Source: an optimization exercise on an open RTL-to-GDS flow (aim: small area). Production flows keep margins and buffers that such runs may drop. At most, simulation tests tie the RTL to the original design; equivalence was not proved. The clock port is modelled as an ideal driver; clocking choices that lean on that would not hold on a real chip. Power is estimated from default activity; no workload was simulated.

// cpuTop
module cpuTop (
  input  logic        clk,
  input  logic        reset,
  input  logic [15:0] instr,
  input  logic [15:0] memRdata,
  output logic [15:0] pc,
  output logic [15:0] memAddr,
  output logic [15:0] memWdata,
  output logic        memWrite,
  output logic        memEn
);
export LEC_CHECK = 0
export CAP_MARGIN = 20
export CORE_MARGIN = 2
export CORE_UTILIZATION = 65
export SLEW_MARGIN = 20
export SYNTH_HIERARCHICAL = 1
create_clock -name core_clock -period 11.0 [get_ports {clk}]
standard.sh (not shown) runs the stock make flow with config.mk's settings and CLKGATE_MAP_FILE= SYNTH_SCRIPT=/design/flow/synth_recipe.tcl, a recipe that flattens the netlist after the stock synthesis.
==> flow/flow/run.sh <==
#!/bin/bash
# Own flow: the standard layout (standard.sh, with its standard
# synthesis unchanged) with three settings passed through ORFS's own
# variables:
#  - port buffers are the smallest buffer, sky130_fd_sc_hd__buf_1 (every
#    input and output port still gets its own buffer);
#  - clock tree synthesis uses clkbuf_4 clusters and adds no dummy loads;
#  - after clock tree synthesis, logic cells with timing to spare are swapped
#    for smaller cells of the same function (flow/downsize.tcl); global
#    routing's repair steps then run as usual.
# make's full output goes to flow.log here; ORFS keeps each step's log under
# orfs/logs/.
set -euo pipefail
export BUFFER_PORTS_ARGS="-buffer_cell sky130_fd_sc_hd__buf_1"
export CTS_ARGS="-sink_clustering_enable -repair_clock_nets -dont_use_dummy_load -buf_list sky130_fd_sc_hd__clkbuf_4 -sink_clustering_size 12 -sink_clustering_max_diameter 40"
export POST_CTS_TCL="$PWD/flow/downsize.tcl"
bash standard.sh > flow.log 2>&1
Other scripts of this flow, unchanged in this note and not shown: flow/flow/downsize.tcl
The starting point went through all stages and came out clean.
Rerun with:
--- a/flow/design.v
+++ b/flow/design.v
@@ -247,43 +247,41 @@
   wire c2 = (aD[1] & xD[1]) | (c1 & (aD[1] ^ xD[1]));
   logic [1:0] aluDig;
   always_comb
   begin
     if (isAnd)      aluDig = aD & xRaw;
     else if (isOr)  aluDig = aD | xRaw;
     else if (isXor) aluDig = aD ^ xRaw;
     else if (isNot) aluDig = ~xRaw;
     else            aluDig = {s1, s0};
   end
-  wire cOut = c2 ^ inv;
-  wire ovf  = !(aD[1] ^ xD[1]) && (s1 ^ aD[1]);
   always_ff @(posedge clk)
   begin
     cy <= c2;
     if (reset)
     begin
       fc <= 1'b0; ff <= 1'b0; fz <= 1'b0; fl <= 1'b0; fn_ <= 1'b0;
     end
     else if (active && !r2)
     begin
       if (last && cfW)
       begin
-        fc <= cOut;
-        ff <= ovf;
+        fc <= c2 ^ inv;
+        ff <= !(aD[1] ^ xD[1]) && (s1 ^ aD[1]);
       end
       if (isCmp)
       begin
         fz <= (ph == 3'd0 || fz) && !s0 && !s1;
         if (last)
         begin
-          fl <= cOut;         
-          fn_ <= s1 ^ ovf;    
+          fl <= !c2;
+          fn_ <= c2 ^ aD[1] ^ xD[1];
         end
       end
     end
   end
   wire [1:0]  marIn   = isBc ? {s1, s0} : xRaw;
   wire [15:0] marNext = {marIn, mar[15:2]};
   always_ff @(posedge clk)
   begin
     if (!r2)
       mar <= marNext;
@@ -359,14 +357,14 @@
   assign pcInc[15] = pc[15] ^ ic[15];
   always_ff @(posedge clk)
   begin
     if (reset)
       pc <= 16'd0;
     else
       pc <= (done && jmp) ? marNext : pcInc;
   end
   assign memAddr  = mar;
   assign memWdata = acc;
-  wire memStep = r2 && ph == 3'd0 && (isLd || isSt);   
+  wire memStep = active && r2 && ph == 3'd0 && (isLd || isSt);
   assign memWrite = memStep && isSt && !reset;
   assign memEn    = memStep && !reset;
 endmodule
Result: The changed run went through all stages and came out clean; count of clock-buffer cells in the layout goes up by 2; total power goes up by 1.6%; cell area stays flat; setup slack got worse by 46 ps; clock skew goes down by 45 ps; final cell count goes down by 0.37%; sequential share of layout area stays flat; utilization barely changes; area after synthesis goes down by 0.43%; first-iteration DRC count goes up by 24%; critical path depth is unchanged; via count goes up by 0.41%; wire length goes up by 2.0%; register-to-register slack improved by 170 ps.
No run of this note included a check of the RTL's function; only the layout flow was run.

The RTL this note starts from:
==> flow/design.v <==
`timescale 1ns/10ps
module mux4c (
  input  logic [3:0] d,
  input  logic [1:0] s,
  output logic       y
);
  assign y = d[s];
endmodule
module mux8c (
  input  logic [7:0] d,
  input  logic [2:0] s,
  output logic       y
);
  logic [1:0] m;
  mux4c u_lo (.d(d[3:0]), .s(s[1:0]), .y(m[0]));
  mux4c u_hi (.d(d[7:4]), .s(s[1:0]), .y(m[1]));
  assign y = s[2] ? m[1] : m[0];
endmodule
module mux16c (
  input  logic [15:0] d,
  input  logic [3:0]  s,
  output logic        y
);
  logic [3:0] m;
  mux4c u_0 (.d(d[3:0]),   .s(s[1:0]), .y(m[0]));
  mux4c u_1 (.d(d[7:4]),   .s(s[1:0]), .y(m[1]));
  mux4c u_2 (.d(d[11:8]),  .s(s[1:0]), .y(m[2]));
  mux4c u_3 (.d(d[15:12]), .s(s[1:0]), .y(m[3]));
  mux4c u_4 (.d(m),        .s(s[3:2]), .y(y));
endmodule
module cpuTop (
  input  logic        clk,
  input  logic        reset,
  input  logic [15:0] instr,
  input  logic [15:0] memRdata,
  output logic [15:0] pc,
  output logic [15:0] memAddr,
  output logic [15:0] memWdata,
  output logic        memWrite,
  output logic        memEn
);
  logic [2:0] ph;     
  logic       r2;     
  logic       clr;    
  logic       pend;   
  wire [3:0] op = instr[15:12];
  wire [3:0] rd = instr[11:8];
  wire [3:0] fn = instr[7:4];
  wire [3:0] rs = instr[3:0];
  wire [7:0] imm = instr[7:0];
  wire isR    = (op == 4'd0);
  wire isScnd = (op == 4'd4);
  wire isJra  = (op == 4'd6);
  wire isLd   = (op == 4'd7);
  wire isSh   = (op == 4'd8);
  wire isSt   = (op == 4'd10);
  wire isBc   = (op == 4'd12);
  wire isJ    = (op == 4'd13);
  wire isJal  = (op == 4'd15);
  wire [3:0] code  = isR ? fn : op;
  wire aluOp  = isR || op == 4'd1 || op == 4'd2 || op == 4'd3 || op == 4'd5 ||
                op == 4'd9 || op == 4'd11 || op == 4'd14;
  wire isMul  = aluOp && code == 4'd14;
  wire isCmp  = aluOp && code == 4'd11;
  wire isAnd  = code == 4'd1;
  wire isOr   = code == 4'd2;
  wire isXor  = code == 4'd3;
  wire isNot  = isR && fn == 4'd4;
  wire isSub  = code == 4'd9 || code == 4'd11;
  wire logicOp = isAnd || isOr || isXor || isNot;
  wire cfW    = aluOp && !logicOp && !isMul && !isCmp && !(isR && fn == 4'd6);
  wire twoTurn = isLd || isMul || isSh;
  wire active  = !clr;
  wire last    = (ph == 3'd7);
  wire done    = active && last && (r2 || !twoTurn);
  always_ff @(posedge clk)
  begin
    if (reset)
    begin
      ph   <= 3'd0;
      r2   <= 1'b0;
      clr  <= 1'b1;
      pend <= 1'b0;
    end
    else
    begin
      ph   <= ph + 3'd1;
      if (last)
      begin
        r2  <= active && twoTurn && !r2;
        clr <= 1'b0;
      end
      pend <= active && last && isSt;
    end
  end
  logic [7:0] rf0 [16];   
  logic [7:0] rf1 [16];   
  wire [3:0] raA = rd;
  wire [3:0] raB = rs | {4{isJra}};
  logic [15:0] head0, head1;   
  always_comb
    for (int r = 0; r < 16; r++)
    begin
      head0[r] = rf0[r][0];
      head1[r] = rf1[r][0];
    end
  logic [1:0] rA, rB;
  mux16c u_rA0 (.d(head0), .s(raA), .y(rA[0]));
  mux16c u_rA1 (.d(head1), .s(raA), .y(rA[1]));
  mux16c u_rB0 (.d(head0), .s(raB), .y(rB[0]));
  mux16c u_rB1 (.d(head1), .s(raB), .y(rB[1]));
  logic [1:0] wd;
  logic       wen;
  wire  [3:0] wa = rd | {4{isJal}};
  always_ff @(posedge clk)
  begin
    for (int r = 0; r < 16; r++)
    begin
      if (clr)
      begin
        rf0[r] <= {1'b0, rf0[r][7:1]};
        rf1[r] <= {1'b0, rf1[r][7:1]};
      end
      else if (wen && wa == r[3:0])
      begin
        rf0[r] <= {wd[0], rf0[r][7:1]};
        rf1[r] <= {wd[1], rf1[r][7:1]};
      end
      else
      begin
        rf0[r] <= {rf0[r][0], rf0[r][7:1]};
        rf1[r] <= {rf1[r][0], rf1[r][7:1]};
      end
    end
  end
  logic fc, ff, fz, fl, fn_;
  logic cond;
  always_comb
  begin
    case (rd)
      4'd0:    cond = fz;
      4'd1:    cond = !fz;
      4'd2:    cond = fc;
      4'd3:    cond = !fc;
      4'd4:    cond = fl;
      4'd5:    cond = !fl;
      4'd6:    cond = fn_;
      4'd7:    cond = !fn_;
      4'd8:    cond = ff;
      4'd9:    cond = !ff;
      4'd14:   cond = 1'b1;
      default: cond = 1'b0;
    endcase
  end
  logic [15:0] mar;    
  logic [15:0] acc;    
  logic        cy;     
  logic        sgn;    
  logic [1:0] pcDig;
  mux8c u_pc0 (.d({pc[14], pc[12], pc[10], pc[8], pc[6], pc[4], pc[2], pc[0]}), .s(ph), .y(pcDig[0]));
  mux8c u_pc1 (.d({pc[15], pc[13], pc[11], pc[9], pc[7], pc[5], pc[3], pc[1]}), .s(ph), .y(pcDig[1]));
  wire [1:0] immDig = ph[2] ? {2{imm[7]}} : imm[{ph[1:0], 1'b0} +: 2];
  wire usePc = isBc || isJal;
  wire [1:0] aD = usePc ? pcDig : rA;
  wire [1:0] xRaw = isR ? rB : immDig;
  wire xEn = isBc ? cond : !isJal;
  wire inv = aluOp && isSub;
  wire [1:0] xD = (xRaw & {2{xEn}}) ^ {2{inv}};
  wire cin0 = inv || isJal || (isBc && !cond);
  wire c0 = (ph == 3'd0) ? cin0 : cy;
  wire s0 = aD[0] ^ xD[0] ^ c0;
  wire c1 = (aD[0] & xD[0]) | (c0 & (aD[0] ^ xD[0]));
  wire s1 = aD[1] ^ xD[1] ^ c1;
  wire c2 = (aD[1] & xD[1]) | (c1 & (aD[1] ^ xD[1]));
  logic [1:0] aluDig;
  always_comb
  begin
    if (isAnd)      aluDig = aD & xRaw;
    else if (isOr)  aluDig = aD | xRaw;
    else if (isXor) aluDig = aD ^ xRaw;
    else if (isNot) aluDig = ~xRaw;
    else            aluDig = {s1, s0};
  end
  always_ff @(posedge clk)
  begin
    cy <= c2;
    if (reset)
    begin
      fc <= 1'b0; ff <= 1'b0; fz <= 1'b0; fl <= 1'b0; fn_ <= 1'b0;
    end
    else if (active && !r2)
    begin
      if (last && cfW)
      begin
        fc <= c2 ^ inv;
        ff <= !(aD[1] ^ xD[1]) && (s1 ^ aD[1]);
      end
      if (isCmp)
      begin
        fz <= (ph == 3'd0 || fz) && !s0 && !s1;
        if (last)
        begin
          fl <= !c2;
          fn_ <= c2 ^ aD[1] ^ xD[1];
        end
      end
    end
  end
  wire [1:0]  marIn   = isBc ? {s1, s0} : (isMul ? xRaw : rB);
  wire [15:0] marNext = {marIn, mar[15:2]};
  always_ff @(posedge clk)
  begin
    if (!r2)
      mar <= marNext;
  end
  wire mulStep = isMul && r2;
  wire ldStep  = isLd && r2 && ph == 3'd0;   
  wire bLow  = pb && ph != 3'd0;
  wire bOne  = mulStep && (rA[0] ^ bLow);
  wire bTwo  = mulStep && ((rA[1] & !rA[0] & !bLow) | (!rA[1] & rA[0] & bLow));
  wire bNeg  = mulStep && rA[1] && !(rA[0] && bLow);
  wire [15:0] bpp = (({16{bOne}} & mar) | ({16{bTwo}} & {mar[14:0], 1'b0}) | (ldStep ? memRdata : 16'd0)) ^ {16{bNeg}};
  wire [15:0] psum = acc + bpp + {15'd0, bNeg};
  wire [4:0] amt   = (fn[3:2] == 2'b00) ? instr[4:0] : mar[4:0];
  wire       arith = (fn[3:1] == 3'b001) || (fn == 4'b0110);
  wire [2:0] q     = amt[3:1];
  logic      pb;    
  logic      rb;    
  wire       rOdd  = (fn[3:2] == 2'b00) ? instr[0] : ((ph == 3'd0 && !r2) ? rB[0] : rb);
  wire [1:0] sIn   = rOdd ? {rA[0], pb} : rA;
  logic [1:0] tap;
  mux8c u_tap0 (.d({acc[2], acc[4], acc[6], acc[8], acc[10], acc[12], acc[14], sIn[0]}), .s(q), .y(tap[0]));
  mux8c u_tap1 (.d({acc[3], acc[5], acc[7], acc[9], acc[11], acc[13], acc[15], sIn[1]}), .s(q), .y(tap[1]));
  wire       ge1   = ph >= q;                          
  wire       ge0   = ph > q || (ph == q && !rOdd);   
  wire       fill  = amt[4] && arith && sgn;
  wire [1:0] shDig = {(ge1 ^ amt[4]) ? tap[1] : fill,
                      (ge0 ^ amt[4]) ? tap[0] : fill};
  wire [1:0]  accTop = isSh ? sIn : ((isMul || isLd) ? 2'b00 : rA);
  always_ff @(posedge clk)
  begin
    acc <= {accTop, psum[15:2]};
    pb  <= rA[1];
    if (ph == 3'd0 && !r2)
      rb <= rB[0];
    if (last && !r2)
      sgn <= rA[1];
  end
  always_comb
  begin
    wen = 1'b0;
    wd  = aluDig;
    if (active)
    begin
      if (r2)
      begin
        wen = 1'b1;
        if (isLd || isMul) wd = psum[1:0];
        else            wd = shDig;
      end
      else if (isScnd)
      begin
        wen = 1'b1;
        wd  = {1'b0, cond && ph == 3'd0};
      end
      else if (isJal)
      begin
        wen = 1'b1;
        wd  = {s1, s0};
      end
      else if (aluOp && !isCmp && !isMul)
        wen = 1'b1;
    end
  end
  wire jmp = isBc || isJ || isJal || isJra;
  wire [15:0] pcInc = pc + {15'd0, done && !jmp};
  always_ff @(posedge clk)
  begin
    if (reset)
      pc <= 16'd0;
    else
      pc <= (done && jmp) ? marNext : pcInc;
  end
  assign memAddr  = mar;
  assign memWdata = acc;
  assign memWrite = pend && !reset;
  assign memEn    = (pend || (active && ldStep)) && !reset;
endmodule
Settings: LEC_CHECK=0, CAP_MARGIN=20, CORE_MARGIN=2, CORE_UTILIZATION=40, CTS_BUF_LIST=sky130_fd_sc_hd__clkbuf_8, CTS_CLUSTER_DIAMETER=60, CTS_CLUSTER_SIZE=20, SLEW_MARGIN=20, SYNTH_HIERARCHICAL=1; clock period 11.0 ns.
run.sh (not shown) runs the stock make flow with config.mk's settings and CLKGATE_MAP_FILE= SYNTH_SCRIPT=/design/flow/synth_recipe.tcl, a recipe that flattens the netlist after the stock synthesis.
Stock flow here: none of the scripts above is used.
The first run produced a clean layout.
Change:
--- a/flow/design.v
+++ b/flow/design.v
@@ -1,7 +1,38 @@
 `timescale 1ns/10ps
+module fa1 (
+  input  logic a,
+  input  logic b,
+  input  logic c,
+  output logic s,
+  output logic co
+);
+  assign {co, s} = a + b + c;
+endmodule
+module ha1 (
+  input  logic a,
+  input  logic b,
+  output logic s,
+  output logic co
+);
+  assign {co, s} = a + b;
+endmodule
+module boothCell (
+  input  logic acc,
+  input  logic b,      
+  input  logic bm1,    
+  input  logic one,
+  input  logic two,
+  input  logic neg,
+  input  logic c,
+  output logic s,
+  output logic co
+);
+  wire pp = ((one & b) | (two & bm1)) ^ neg;
+  fa1 u_fa (.a(acc), .b(pp), .c(c), .s(s), .co(co));
+endmodule
 module mux4c (
   input  logic [3:0] d,
   input  logic [1:0] s,
   output logic       y
 );
   assign y = d[s];
@@ -216,14 +247,22 @@
   wire mulStep = isMul && r2;
   wire ldStep  = isLd && r2 && ph == 3'd0;   
   wire bLow  = pb && ph != 3'd0;
   wire bOne  = mulStep && (rA[0] ^ bLow);
   wire bTwo  = mulStep && ((rA[1] & !rA[0] & !bLow) | (!rA[1] & rA[0] & bLow));
   wire bNeg  = mulStep && rA[1] && !(rA[0] && bLow);
-  wire [15:0] bpp = (({16{bOne}} & mar) | ({16{bTwo}} & {mar[14:0], 1'b0}) | (ldStep ? memRdata : 16'd0)) ^ {16{bNeg}};
-  wire [15:0] psum = acc + bpp + {15'd0, bNeg};
+  wire [15:0] accIn = acc | (ldStep ? memRdata : 16'd0);
+  logic [15:0] psum;
+  logic [16:0] pc_;    
+  assign pc_[0] = bNeg;
+  genvar gk;
+  for (gk = 0; gk < 16; gk++)
+  begin : g_row
+    boothCell u_c (.acc(accIn[gk]), .b(mar[gk]), .bm1(gk == 0 ? 1'b0 : mar[gk == 0 ? 0 : gk - 1]),
+                   .one(bOne), .two(bTwo), .neg(bNeg), .c(pc_[gk]), .s(psum[gk]), .co(pc_[gk + 1]));
+  end
   wire [4:0] amt   = (fn[3:2] == 2'b00) ? instr[4:0] : mar[4:0];
   wire       arith = (fn[3:1] == 3'b001) || (fn == 4'b0110);
   wire [2:0] q     = amt[3:1];
   logic      pb;    
   logic      rb;    
   wire       rOdd  = (fn[3:2] == 2'b00) ? instr[0] : ((ph == 3'd0 && !r2) ? rB[0] : rb);
@@ -270,13 +309,20 @@
       end
       else if (aluOp && !isCmp && !isMul)
         wen = 1'b1;
     end
   end
   wire jmp = isBc || isJ || isJal || isJra;
-  wire [15:0] pcInc = pc + {15'd0, done && !jmp};
+  logic [15:0] pcInc;
+  logic [16:0] ic;
+  assign ic[0] = done && !jmp;
+  genvar gi;
+  for (gi = 0; gi < 16; gi++)
+  begin : g_inc
+    ha1 u_h (.a(pc[gi]), .b(ic[gi]), .s(pcInc[gi]), .co(ic[gi + 1]));
+  end
   always_ff @(posedge clk)
   begin
     if (reset)
       pc <= 16'd0;
     else
       pc <= (done && jmp) ? marNext : pcInc;
=>
- combinational power grows by about 10%
- global-route usage shrinks by 0.89 points
- cell count shrinks by 9.1%
- register-to-register slack gets worse by 3.4 ns
- design area shrinks by 1.1%
- routed wire length shrinks by 7.8%
- worst setup slack gets worse by 3.0 ns
- sequential cell count does not change
- count of clock-buffer cells in the layout grows by 2
- core utilization grows by 0.93 points
- clock skew grows by 0.018 ns
No functional check of the RTL was part of the second run of this note.

## separate check: timing with driven ports
Ports are ideal in the flow. The routed layouts listed here were re-timed in OpenROAD.
Step 1: set_driving_cell puts a clkbuf_16 on clk and a buf_2 on each other input, an assumption about the parent block.
Step 2, shift: input delay + t, output delay - t, t = (earliest + latest rising clock arrival at the registers) / 2. This alone moves slack from input paths to output paths.
Three values: ideal, step 1, step 2; two values: the first two.
| run | t (ns) | setup slack, ns | worst setup path after step 2 | clock arrival spread, ns | worst slew at a driven data input, ns |
|---|---|---|---|---|---|
| the first run of note 1 | 0.613 | 0.346 / 0.355 / -0.258 | input to register | 0.146 / 0.146 | 0.05 |
| the second run of note 1 | 0.638 | 0.300 / 0.316 / -0.322 | input to register | 0.101 / 0.100 | 0.05 |
| the first run of note 2 | 0.613 | 3.318 / 3.308 / 2.696 | input to register | 0.025 / 0.025 | 0.10 |
| the second run of note 2 | 0.599 | 0.321 / 0.338 / -0.260 | input to register | 0.043 / 0.043 | 0.05 |
With both steps, setup timing fails in the first run of note 1, the second run of note 1 and the second run of note 2, where it was met with ideal ports.
